From an optimization exercise on the open Yosys and OpenROAD flow, aimed at small area and a short achievable clock period; shortcuts taken in it are not production practice.
Only simulation tests tie the RTL to the original design; equivalence was not proved.
No activity file was given, so power comes from the tool's default toggle rates.

// cpu_alu
module cpu_alu #(
    parameter int WIDTH = pkg_cpu_alu::ALU_WIDTH
) (
    input  logic             clk,
    input  logic             rst,
    input  logic             in_valid,
    input  logic [WIDTH-1:0] a,
    input  logic [WIDTH-1:0] b,
    input  logic [3:0]       oper,
    input  logic [3:0]       flags_in,
    output logic             out_valid,
    output logic [WIDTH-1:0] result,
    output logic [3:0]       flags_out
);
export LEC_CHECK = 0
export CAP_MARGIN = 20
export CORE_MARGIN = 2
export CORE_UTILIZATION = 60
export SETUP_SLACK_MARGIN = 3.4
export SLEW_MARGIN = 20
export SYNTH_HIERARCHICAL = 1
create_clock -name core_clock -period 11.0 [get_ports {clk}]
standard.sh (not shown) runs the stock make flow with config.mk's settings and CLKGATE_MAP_FILE= SYNTH_SCRIPT=/design/flow/synth_recipe.tcl, a recipe that flattens the netlist after the stock synthesis.
==> flow/flow/run.sh <==
#!/bin/bash
# Standard layout, except that the port buffers are plain buf_2 cells instead of the
# resizer's default choice.
set -e
export BUFFER_PORTS_ARGS="-buffer_cell sky130_fd_sc_hd__buf_2"
bash standard.sh > standard.log 2>&1
Edit:
--- a/flow/config.mk
+++ b/flow/config.mk
@@ -11 +11 @@
-export SETUP_SLACK_MARGIN = 3.4
+export SETUP_SLACK_MARGIN = 3.6
What happened: The changed run passed the timing, DRC and antenna checks. Wire length goes up by a few percent. Setup slack improves by 140 ps. Clock-buffer cell count stays the same.

---

== job 9831 ==
Another version of the RTL of cpu_alu (not shown whole).
Size in the first run: roughly 2100 cells after synthesis, roughly 110 I/O pins, about 18000 um^2 of cells after synthesis.
clock: 11.0 ns
lec_check: 0
cap_margin: 20
core_margin: 2
core_utilization: 60
setup_slack_margin: 3.3
slew_margin: 20
synth_hierarchical: 1
Scripts as last shown in full above: flow/flow/run.sh
Job 9831 completed; timing, DRC and antenna clean
The inputs of job 9684 differ from those of job 9831 as listed below.
- SETUP_SLACK_MARGIN changed from 3.3 to 3.0
--- outcome ---
Wire length on met1, job 9684 and job 9831: lower on job 9684. Between job 9684 and job 9831, the difference in clock-pin transition on the worst setup and hold timing paths is negligible. Number of nets in the layout: higher on job 9831. The sum of overflow across all layers after global routing of job 9684 and that of job 9831 are within noise of each other. Looking at via count across job 9684 and job 9831, the one that comes out lower is job 9684. Diff job 9831 -> job 9684: post-route standard cell area excluding fillers has decreased, share of total power in combinational logic now sits lower, post-placement cell count flat, non-clock buffer count now smaller.
> inputs changed (job 9684 -> job 4070)
- a change of SETUP_SLACK_MARGIN from 3.0 to 3.5
Notes after the runs:
- What job 9684 reported for total internal power has to be multiplied by 1.08 to get the figure for job 4070.
- Measured against each other, job 4070 and job 9684 differ in total number of vias, the higher figure coming from job 4070.
- In the reports for job 4070 and job 9684, the larger met3 usage belongs to job 4070.
- Compared with job 9684, job 4070 improves final critical path time including I/O delays and setup.

---

== try-quartz ==
cpu_alu again, from the RTL that the note above started with.
==> flow/config.mk <==
export PLATFORM = sky130hd
export DESIGN_NAME = cpu_alu
export DESIGN_NICKNAME = cpu_alu
export VERILOG_FILES = /design/flow/design.v
export SDC_FILE = /design/flow/constraint.sdc
export NUM_CORES = 4
export LEC_CHECK = 0
export CAP_MARGIN = 20
export CORE_MARGIN = 2
export CORE_UTILIZATION = 65
export SETUP_SLACK_MARGIN = 3.4
export SLEW_MARGIN = 20
export SYNTH_HIERARCHICAL = 1
==> flow/constraint.sdc <==
create_clock -name core_clock -period 11.0 [get_ports {clk}]
set_input_delay 2.2000 -clock core_clock [delete_from_list [all_inputs] [get_ports {clk}]]
set_output_delay 2.2000 -clock core_clock [all_outputs]
set_load 0.01 [all_outputs]
Scripts as last shown in full above: flow/flow/run.sh
Setup changes, try-quartz to try-nickel
- SETUP_SLACK_MARGIN: 3.4 -> 3.2
try-nickel reached the end of the flow, and the finished layout is clean on the timing, DRC and antenna checks.
try-nickel ended with more clock tree buffer count of the final layout than try-quartz.
Relative area change from synthesis to final layout ends up higher on try-quartz.
From try-quartz to try-nickel, number of clock buffers inserted by TritonCTS did not move at all.
From try-nickel to try-quartz, share of the synthesized area in compound gates (AO/OA/AOI/OAI) did not move at all.
In try-nickel the combinational share of power turned out 0.8 points lower than in try-quartz.
Summary — final worst slack, try-nickel relative to try-quartz: lower, by 0.14 ns.
NOTE: number of gates given a new drive strength after cts in try-nickel falls short of that of try-quartz
The worst relative slew slack in try-nickel was higher than what try-quartz gave.
The higher maximum fanout along the worst path of try-nickel and try-quartz is in try-quartz.
Input-level comparison between try-garnet and try-nickel:
- CORE_UTILIZATION changed from 65 to 70
- SETUP_SLACK_MARGIN changed from 3.2 to 3.3
[summary]
try-garnet: done, clean on timing, DRC and antenna. Setup slack in try-garnet is larger than in try-nickel. Changes observed in try-garnet relative to try-nickel: total routed wirelength +1300 um, register fraction of the total cell area ~0 delta. Going from try-nickel to try-garnet, power per cell area grew by a few percent. Power in combinational cells: try-garnet higher than try-nickel. When the final numbers for try-garnet and try-nickel were put side by side, the via total after detailed routing turned out to be greater in try-garnet.
diff inputs: try-garnet => try-harbor
- CORE_UTILIZATION: 70 -> 65
==> flow/flow/run.sh <==
#!/bin/bash
# Standard layout, except that the port buffers are plain buf_4 cells instead of the
# resizer's default choice.
set -e
export BUFFER_PORTS_ARGS="-buffer_cell sky130_fd_sc_hd__buf_4"
bash standard.sh > standard.log 2>&1
### Flow results
- In summary, try-harbor completed successfully, with a layout that passed the timing, DRC and antenna checks.
- Worst setup slack: try-harbor worse than try-garnet
- Taking try-garnet as the reference, in try-harbor ratio of final minimum period to clock period picked up an extra 0.17 points; sequential power went up about 2%; detail-routed via count per cell shrank by about 1.3%; number of gates given a new drive strength after cts decreased 9.
- The higher number of DRC markers in iteration 0 came out of try-harbor.
- Compared with try-garnet, in try-harbor layout overhead on the synthesized area shows an increase of 1.6 points, total setup buffers inserted after CTS moved up.
- Sum of routed wire length over all layers deteriorates in try-harbor relative to try-garnet.
Setup changes, try-harbor to try-ember
- an added PLACE_DENSITY of 0.72
==> flow/flow/run.sh <==
#!/bin/bash
# Standard layout, except that the port buffers are plain buf_2 cells instead of the
# resizer's default choice.
set -e
export BUFFER_PORTS_ARGS="-buffer_cell sky130_fd_sc_hd__buf_2"
bash standard.sh > standard.log 2>&1
--- outcome ---
try-ember -> try-harbor: share of total power consumed by net switching flat
b[0] as the startpoint of the worst setup timing path was reported by try-harbor, and a[0] by try-ember.
Power per standard cell area came out higher on try-ember than on try-harbor.
Compared to try-harbor, try-ember has instance count after placement with tap cells included about 0.75% higher.
Measured against each other, try-harbor and try-ember differ in detailed router's first-iteration violation count, the lower figure coming from try-ember.
Against try-harbor, static leakage power in try-ember came out better.
Delta (try-ember minus try-harbor): wire length went down by 820 um; data arrival time of the critical path went down by 0.05 ns; final cycle utilization of the critical path went down by 0.46 points; first-pass iteration count of the detailed router went down by 2; via density per instance went down by about 1.3%.
try-ember vs try-harbor — critical path depth dropped 2.

-- separate check: timing with driven ports --
The results above use ideal ports. As a check the final layouts listed here were re-extracted and re-timed, cells and wires unchanged.
Step 1: set_driving_cell puts a clkbuf_16 on clk and a buf_2 on each other input, an assumption about the parent block.
Step 2, shift: input delay + t, output delay - t, t = (earliest + latest rising clock arrival at the registers) / 2. This alone moves slack from input paths to output paths.
Slacks: ideal ports / drivers / drivers and shift; pairs: ideal ports / drivers.
run | t (ns) | slack for setup (ns) | cell pins on the clock port's net
the first run of note 1 | 0.305 | 3.444 / 3.447 / 3.142 | 1
the second run of note 1 | 0.305 | 3.582 / 3.561 / 3.256 | 1
job 9831 | 0.336 | 3.452 / 3.456 / 3.120 | 1
job 9684 | 0.334 | 3.129 / 3.144 / 2.810 | 1
job 4070 | 0.339 | 3.527 / 3.410 / 3.071 | 1
try-quartz | 0.348 | 3.419 / 3.289 / 2.941 | 1
try-nickel | 0.323 | 3.282 / 3.282 / 2.959 | 1
try-garnet | 0.324 | 3.313 / 3.223 / 2.899 | 1
try-harbor | 0.334 | 3.294 / 3.169 / 2.836 | 1
try-ember | 0.344 | 3.345 / 3.361 / 3.018 | 1
After both steps every run listed still meets setup and hold. For try-quartz, which loses most, drivers alone change the setup slack by -0.130 ns; drivers and shift together by -0.478 ns.
